This is an optimization exercise on Yosys and OpenROAD, whose aim is small area, not a production implementation. Function was checked by simulation only, so behaviour that the tests miss may differ from the original. No activity file was given, so power comes from the tool's default toggle rates.

==> flow/design.v <==
package arp_rx_cache_pkg;
  localparam logic [1:0] ST_HDR    = 2'd0;
  localparam logic [1:0] ST_ARP    = 2'd1;
  localparam logic [1:0] ST_REPLAY = 2'd2;
  localparam logic [1:0] ST_PASS   = 2'd3;
endpackage
module arp_rx_cache_cache (
  input  logic        clk,
  input  logic        rst,
  input  logic        wr_en,        
  input  logic [31:0] wr_ip,        
  input  logic [47:0] wr_mac,
  input  logic        srch_clr,     
  input  logic        srch,         
  output logic        wr_hold,      
  input  logic        lookup_req,
  input  logic [31:0] lookup_ip,
  output logic        lookup_valid,
  output logic        lookup_hit,
  output logic [47:0] lookup_mac
);
  logic [31:0] rip  [8];
  logic [47:0] rmac [8];
  logic [7:0]  rv_r;
  logic [2:0]  ph_r, ptr_r, mslot_r, tgt_s, mpos_s;
  logic        match_r, pend_r, land_s, fwd_s, fwd_r;
  logic [7:0]  hit_s, hv_r;
  logic [47:0] hmac_s;
  assign tgt_s   = match_r ? mslot_r : ptr_r;
  assign land_s  = pend_r && (ph_r == tgt_s);
  assign wr_hold = wr_en || (pend_r && !land_s);
  assign mpos_s  = ph_r - 3'd1 - tgt_s;
  assign fwd_s   = pend_r && (wr_ip == lookup_ip);
  always_comb begin
    for (int p = 0; p < 8; p++) begin
      hit_s[p] = rv_r[p] && (rip[p] == lookup_ip) && !(pend_r && (mpos_s == 3'(p)));
    end
  end
  always_comb begin
    hmac_s = fwd_r ? wr_mac : 48'h0;
    for (int p = 0; p < 8; p++) begin
      if (hv_r[p]) begin
        hmac_s = hmac_s | rmac[p];
      end
    end
  end
  assign lookup_hit = (|hv_r) || fwd_r;
  assign lookup_mac = hmac_s;
  always_ff @(posedge clk) begin
    rip[0]  <= land_s ? wr_ip  : rip[7];
    rmac[0] <= land_s ? wr_mac : rmac[7];
    for (int p = 1; p < 8; p++) begin
      rip[p]  <= rip[p-1];
      rmac[p] <= rmac[p-1];
    end
    hv_r  <= {hit_s[6:0], hit_s[7] || (fwd_s && land_s)};
    fwd_r <= fwd_s && !land_s;
    if (srch_clr) begin
      match_r <= 1'b0;
    end else if (srch && rv_r[7] && (rip[7] == wr_ip)) begin
      match_r <= 1'b1;
      mslot_r <= ph_r;
    end
  end
  always_ff @(posedge clk or posedge rst) begin
    if (rst) begin
      rv_r         <= 8'h0;
      ph_r         <= 3'd0;
      ptr_r        <= 3'd0;
      pend_r       <= 1'b0;
      lookup_valid <= 1'b0;
    end else begin
      rv_r         <= {rv_r[6:0], land_s || rv_r[7]};
      ph_r         <= ph_r + 3'd1;
      pend_r       <= wr_hold;
      lookup_valid <= lookup_req;
      if (land_s && !match_r) begin
        ptr_r <= ptr_r + 3'd1;
      end
    end
  end
endmodule
module arp_rx_cache
#(
  parameter logic [47:0] local_mac   = 48'h00_0a_35_01_02_03,
  parameter logic [31:0] local_ip    = 32'h10_00_00_80,
  parameter int          CACHE_DEPTH = 8
) (
  input  logic        clk,
  input  logic        rst,
  input  logic        rx_fifo_tvalid,
  output logic        rx_fifo_tready,
  input  logic [7:0]  rx_fifo_tdata,
  input  logic        rx_fifo_tlast,
  input  logic        rx_fifo_tuser,
  output logic        dv_out,
  output logic [47:0] remote_mac,
  output logic [31:0] remote_ip,
  output logic        udp_tvalid,
  input  logic        udp_tready,
  output logic [7:0]  udp_tdata,
  output logic        udp_tlast,
  output logic        udp_tuser,
  input  logic        lookup_req,
  input  logic [31:0] lookup_ip,
  output logic        lookup_valid,
  output logic        lookup_hit,
  output logic [47:0] lookup_mac
);
  logic [1:0]  st_r;
  logic [5:0]  cnt_r;
  logic [7:0]  sr [18];
  logic        ok_r, req_r, commit_r;
  logic        is_hdr, is_arp, is_rep, is_pass;
  logic        rx_acc_s, arp_type_s, byte_ok_s, accept_s, hold_s, sh_lo_s, sh_hi_s;
  logic [31:0] spa_s;
  logic [47:0] sha_s;
  assign is_hdr  = (st_r == arp_rx_cache_pkg::ST_HDR);
  assign is_arp  = (st_r == arp_rx_cache_pkg::ST_ARP);
  assign is_rep  = (st_r == arp_rx_cache_pkg::ST_REPLAY);
  assign is_pass = (st_r == arp_rx_cache_pkg::ST_PASS);
  assign rx_fifo_tready = !rst && (is_hdr || is_arp || (is_pass && udp_tready));
  assign rx_acc_s       = rx_fifo_tvalid && rx_fifo_tready;
  assign udp_tvalid     = is_rep || (is_pass && rx_fifo_tvalid);
  assign udp_tdata      = is_pass ? rx_fifo_tdata : sr[13];
  assign udp_tlast      = is_pass && rx_fifo_tlast;
  assign udp_tuser      = is_pass && rx_fifo_tlast && rx_fifo_tuser;
  assign arp_type_s = (sr[0] == 8'h08) && (rx_fifo_tdata == 8'h06);
  always_comb begin
    case (cnt_r)
      6'd14, 6'd17, 6'd20: byte_ok_s = (rx_fifo_tdata == 8'h00);
      6'd15: byte_ok_s = (rx_fifo_tdata == 8'h01);
      6'd16: byte_ok_s = (rx_fifo_tdata == 8'h08);
      6'd18: byte_ok_s = (rx_fifo_tdata == 8'h06);
      6'd19: byte_ok_s = (rx_fifo_tdata == 8'h04);
      6'd21: byte_ok_s = (rx_fifo_tdata == 8'h01) || (rx_fifo_tdata == 8'h02);
      6'd38: byte_ok_s = (rx_fifo_tdata == local_ip[31:24]);
      6'd39: byte_ok_s = (rx_fifo_tdata == local_ip[23:16]);
      6'd40: byte_ok_s = (rx_fifo_tdata == local_ip[15:8]);
      6'd41: byte_ok_s = (rx_fifo_tdata == local_ip[7:0]);
      default: byte_ok_s = 1'b1;
    endcase
  end
  assign accept_s = rx_acc_s && is_arp && rx_fifo_tlast && !rx_fifo_tuser &&
                    (cnt_r >= 6'd41) && ok_r && byte_ok_s;
  assign spa_s      = {sr[11], sr[10], sr[9], sr[8]};
  assign sha_s      = {sr[17], sr[16], sr[15], sr[14], sr[13], sr[12]};
  assign remote_ip  = spa_s;
  assign remote_mac = sha_s;
  assign sh_lo_s = is_rep ? udp_tready : rx_acc_s;
  assign sh_hi_s = is_rep ? udp_tready :
                   is_arp ? (rx_acc_s && (cnt_r >= 6'd22) && (cnt_r <= 6'd31)) :
                   (rx_acc_s && !hold_s);
  always_ff @(posedge clk) begin
    if (sh_lo_s) begin
      sr[0] <= rx_fifo_tdata;
      for (int i = 1; i < 8; i++) sr[i] <= sr[i-1];
    end
    if (sh_hi_s) begin
      sr[8] <= is_arp ? rx_fifo_tdata : sr[7];
      for (int i = 9; i < 18; i++) sr[i] <= sr[i-1];
    end
    if (is_arp && rx_acc_s) begin
      ok_r <= ((cnt_r == 6'd14) || ok_r) && byte_ok_s;
      if (cnt_r == 6'd21) req_r <= (rx_fifo_tdata == 8'h01);
    end
  end
  always_ff @(posedge clk or posedge rst) begin
    if (rst) begin
      st_r     <= arp_rx_cache_pkg::ST_HDR;
      cnt_r    <= 6'd0;
      commit_r <= 1'b0;
      dv_out   <= 1'b0;
    end else begin
      commit_r <= accept_s;
      dv_out   <= accept_s && req_r;
      case (st_r)
        arp_rx_cache_pkg::ST_HDR: begin
          if (rx_acc_s) begin
            if (rx_fifo_tlast) begin
              cnt_r <= 6'd0;
            end else if (cnt_r == 6'd13) begin
              cnt_r <= arp_type_s ? 6'd14 : 6'd0;
              st_r  <= arp_type_s ? arp_rx_cache_pkg::ST_ARP : arp_rx_cache_pkg::ST_REPLAY;
            end else begin
              cnt_r <= cnt_r + 6'd1;
            end
          end
        end
        arp_rx_cache_pkg::ST_REPLAY: begin
          if (udp_tready) begin
            if (cnt_r == 6'd13) begin
              cnt_r <= 6'd0;
              st_r  <= arp_rx_cache_pkg::ST_PASS;
            end else begin
              cnt_r <= cnt_r + 6'd1;
            end
          end
        end
        arp_rx_cache_pkg::ST_ARP: begin
          if (rx_acc_s) begin
            if (rx_fifo_tlast) begin
              cnt_r <= 6'd0;
              st_r  <= arp_rx_cache_pkg::ST_HDR;
            end else if (cnt_r <= 6'd41) begin
              cnt_r <= cnt_r + 6'd1;
            end
          end
        end
        default: begin
          if (rx_acc_s && rx_fifo_tlast) begin
            st_r <= arp_rx_cache_pkg::ST_HDR;
          end
        end
      endcase
    end
  end
  arp_rx_cache_cache u_cache (
    .clk          (clk),
    .rst          (rst),
    .wr_en        (commit_r && (spa_s != 32'h0)),
    .wr_ip        (spa_s),
    .wr_mac       (sha_s),
    .srch_clr     (is_arp && (cnt_r < 6'd32)),
    .srch         (is_arp),
    .wr_hold      (hold_s),
    .lookup_req   (lookup_req),
    .lookup_ip    (lookup_ip),
    .lookup_valid (lookup_valid),
    .lookup_hit   (lookup_hit),
    .lookup_mac   (lookup_mac)
  );
endmodule
clock: 8.0 ns
lec_check: 0
cap_margin: 20
core_margin: 2
core_utilization: 60
cts_buf_list: sky130_fd_sc_hd__clkbuf_4 sky130_fd_sc_hd__clkbuf_8
cts_cluster_size: 20
slew_margin: 20
run.sh (not shown) runs the stock make flow with config.mk's settings and CLKGATE_MAP_FILE= SYNTH_SCRIPT=/design/flow/synth_recipe.tcl, a recipe that flattens the netlist after the stock synthesis.
Change:
==> flow/flow/run.sh (new file) <==
#!/bin/bash
# Own layout flow: the standard layout (standard.sh, unchanged synthesis)
# with the smallest buffer on the ports, a clock tree of clkbuf_8 without
# dummy loads.
# make's full output goes to flow_make.log; each tool's log is under orfs/logs.
set -euo pipefail
cd "$(dirname "$0")/.."
bash standard.sh \
  "BUFFER_PORTS_ARGS=-buffer_cell sky130_fd_sc_hd__buf_1" \
  "CTS_ARGS=-sink_clustering_enable -repair_clock_nets -dont_use_dummy_load -buf_list sky130_fd_sc_hd__clkbuf_8 -sink_clustering_size 16 -sink_clustering_max_diameter 60" \
  finish > flow_make.log 2>&1
==> flow/standard.sh (new file) <==
#!/bin/bash
# synth_recipe.tcl (not shown) runs the flow's synth.tcl, then flattens the netlist and writes it again
# the make line also repeats each setting of config.mk as NAME=value (left out here)
make -C /OpenROAD-flow-scripts/flow DESIGN_CONFIG=/design/flow/config.mk WORK_HOME=/design/flow/orfs CLKGATE_MAP_FILE= SYNTH_SCRIPT=/design/flow/synth_recipe.tcl "${@:-finish}"
--- a/flow/config.mk
+++ b/flow/config.mk
@@ -9,5 +9,3 @@
 export CORE_MARGIN = 2
-export CORE_UTILIZATION = 60
-export CTS_BUF_LIST = sky130_fd_sc_hd__clkbuf_4 sky130_fd_sc_hd__clkbuf_8
-export CTS_CLUSTER_SIZE = 20
+export CORE_UTILIZATION = 40
 export SLEW_MARGIN = 20
removed: flow/run.sh
Effect:
- routed wire length climbs by a few percent
- area after synthesis does not change
- die area climbs by well over a third
- first-iteration DRC count drops by roughly a tenth
- final cell count climbs by a few percent
- clock skew climbs by 43 ps
Change:
==> flow/run.sh (new file) <==
#!/bin/bash
# synth_recipe.tcl (not shown) runs the flow's synth.tcl, then flattens the netlist and writes it again
# the make line also repeats each setting of config.mk as NAME=value (left out here)
make -C /OpenROAD-flow-scripts/flow DESIGN_CONFIG=/design/flow/config.mk WORK_HOME=/design/flow/orfs CLKGATE_MAP_FILE= SYNTH_SCRIPT=/design/flow/synth_recipe.tcl finish
--- a/flow/config.mk
+++ b/flow/config.mk
@@ -10,2 +10,5 @@
 export CORE_UTILIZATION = 40
+export CTS_BUF_LIST = sky130_fd_sc_hd__clkbuf_8
+export CTS_CLUSTER_DIAMETER = 60
+export CTS_CLUSTER_SIZE = 16
 export SLEW_MARGIN = 20
removed: flow/flow/run.sh
removed: flow/standard.sh
After rerunning: The changed run finished with timing, DRC and antenna clean. Combinational power rose by about a fifth. Power rose by a few percent. Utilization rose by 2.0 points.
Change:
==> flow/flow/run.sh (new file) <==
#!/bin/bash
# Own layout flow: the standard layout (standard.sh, unchanged synthesis)
# with the smallest buffer on the ports, a clock tree of clkbuf_8 without
# dummy loads, and power recovery (downsizing of gates off the critical paths).
# make's full output goes to flow_make.log; each tool's log is under orfs/logs.
set -euo pipefail
cd "$(dirname "$0")/.."
bash standard.sh \
  "BUFFER_PORTS_ARGS=-buffer_cell sky130_fd_sc_hd__buf_1" \
  "CTS_ARGS=-sink_clustering_enable -repair_clock_nets -dont_use_dummy_load -buf_list sky130_fd_sc_hd__clkbuf_8 -sink_clustering_size 16 -sink_clustering_max_diameter 60" \
  RECOVER_POWER=100 \
  finish > flow_make.log 2>&1
==> flow/standard.sh (new file) <==
#!/bin/bash
# synth_recipe.tcl (not shown) runs the flow's synth.tcl, then flattens the netlist and writes it again
# the make line also repeats each setting of config.mk as NAME=value (left out here)
make -C /OpenROAD-flow-scripts/flow DESIGN_CONFIG=/design/flow/config.mk WORK_HOME=/design/flow/orfs CLKGATE_MAP_FILE= SYNTH_SCRIPT=/design/flow/synth_recipe.tcl "${@:-finish}"
--- a/flow/config.mk
+++ b/flow/config.mk
@@ -10,5 +10,2 @@
 export CORE_UTILIZATION = 40
-export CTS_BUF_LIST = sky130_fd_sc_hd__clkbuf_8
-export CTS_CLUSTER_DIAMETER = 60
-export CTS_CLUSTER_SIZE = 16
 export SLEW_MARGIN = 20
removed: flow/run.sh
The changed run completed, yet does not pass: capacitance limit, slew limit.
Design area falls by a few percent.
Core utilization is lower by 2.4 points.
Global-route usage barely changes.
Die area stays the same.
Count of clock-buffer cells in the layout is higher by 4.
Via count barely changes.
Final cell count shrinks slightly.
Area after synthesis does not change.
Worst setup slack loses 860 ps.
Change:
==> flow/flow/run.sh (replaced) <==
#!/bin/bash
# Own layout flow: the standard layout (standard.sh, unchanged synthesis)
# with the smallest buffer on the ports, a clock tree of clkbuf_8 without
# dummy loads, and synthesis's cells set to drive strength 1 after floorplan
# (flow/downsize.tcl); later repairs size up where needed.
# make's full output goes to flow_make.log; each tool's log is under orfs/logs.
set -euo pipefail
cd "$(dirname "$0")/.."
bash standard.sh \
  "BUFFER_PORTS_ARGS=-buffer_cell sky130_fd_sc_hd__buf_1" \
  "CTS_ARGS=-sink_clustering_enable -repair_clock_nets -dont_use_dummy_load -buf_list sky130_fd_sc_hd__clkbuf_8 -sink_clustering_size 20 -sink_clustering_max_diameter 50" \
  REMOVE_ABC_BUFFERS=1 \
  "POST_FLOORPLAN_TCL=$PWD/flow/downsize.tcl" \
  finish > flow_make.log 2>&1
==> flow/flow/downsize.tcl (new file) <==
# Hook run after floorplan (POST_FLOORPLAN_TCL): give every cell the drive
# strength _1 of its own cell family when that is smaller. Placement's
# repair_design and the later timing repairs size up again where slew,
# capacitance or timing need it. Registers keep their cell type.
set db [ord::get_db]
set block [ord::get_db_block]
set n 0
foreach inst [$block getInsts] {
  set master [$inst getMaster]
  set name [$master getName]
  if {![regexp {^(sky130_fd_sc_hd__[a-z0-9]+)_([0-9]+)$} $name -> base drive]} { continue }
  if {$drive <= 1} { continue }
  set small [$db findMaster ${base}_1]
  if {$small eq "NULL" || $small eq ""} { continue }
  set skip 0
  foreach pat $::env(DONT_USE_CELLS) {
    if {[string match $pat ${base}_1]} { set skip 1 }
  }
  if {$skip} { continue }
  if {[expr {[$small getWidth] * [$small getHeight]}] >= [expr {[$master getWidth] * [$master getHeight]}]} { continue }
  if {[$inst swapMaster $small]} { incr n }
}
puts "downsize.tcl: $n cells set to drive strength 1"
--- a/flow/config.mk
+++ b/flow/config.mk
@@ -9,3 +9,3 @@
 export CORE_MARGIN = 2
-export CORE_UTILIZATION = 40
+export CORE_UTILIZATION = 70
 export SLEW_MARGIN = 20
After rerunning:
- The changed run completed without violations
- wire length fell by about 12%
- total power fell by 3.8%
- register-to-register slack gets better by 1900 ps
Change:
--- a/flow/flow/run.sh
+++ b/flow/flow/run.sh
@@ -10,3 +10,3 @@
   "BUFFER_PORTS_ARGS=-buffer_cell sky130_fd_sc_hd__buf_1" \
-  "CTS_ARGS=-sink_clustering_enable -repair_clock_nets -dont_use_dummy_load -buf_list sky130_fd_sc_hd__clkbuf_8 -sink_clustering_size 20 -sink_clustering_max_diameter 50" \
+  "CTS_ARGS=-sink_clustering_enable -repair_clock_nets -dont_use_dummy_load -buf_list sky130_fd_sc_hd__clkbuf_8 -sink_clustering_size 16 -sink_clustering_max_diameter 60" \
   REMOVE_ABC_BUFFERS=1 \
--- a/flow/config.mk
+++ b/flow/config.mk
@@ -9,3 +9,3 @@
 export CORE_MARGIN = 2
-export CORE_UTILIZATION = 70
+export CORE_UTILIZATION = 40
 export SLEW_MARGIN = 20
Outcome: The new run completed without violations. Final area came out higher by 2.0%. Total power grows by 2.3%. Utilization drops by 31 points. Maximum frequency barely changes. Synthesized cell count does not change. Combinational power rises by 3.2%. Setup slack barely changes. Sequential share of layout area is lower by 1.3 points. Routed wire length came out higher by 12%.

-- what the ideal ports hide --
How much do the figures lean on ideal ports? The routed layouts below were timed once more, with nothing changed but the port constraints.
Step 1 assumes that a clkbuf_16 drives the clock port and a buf_2 every other input.
Step 2 moves the port delays by t, midway between the first and last clock arrival at a register: inputs arrive t later, outputs are due t later. That takes back most of the time a late clock gives input paths.
Slacks: ideal / step 1 / step 2; pairs: ideal / step 1.
| run | t (ns) | slack for setup (ns) | clock arrival spread, ns | cell pins on the clock port's net |
|---|---|---|---|---|
| the first run | 0.766 | 3.384 / 3.353 / 3.353 | 0.064 / 0.064 | 1 |
| the second run | 0.690 | 3.947 / 3.891 / 3.933 | 0.111 / 0.111 | 1 |
| the third run | 0.756 | 3.276 / 3.251 / 3.251 | 0.044 / 0.045 | 1 |
| the fourth run | 0.689 | 2.418 / 2.418 / 2.418 | 0.107 / 0.107 | 1 |
| the fifth run | 0.706 | 3.927 / 3.872 / 3.784 | 0.087 / 0.088 | 1 |
| the sixth run | 0.733 | 3.927 / 3.864 / 3.927 | 0.120 / 0.120 | 1 |
For the fifth run, which loses most, drivers alone change the setup slack by -0.055 ns; drivers and shift together by -0.143 ns.
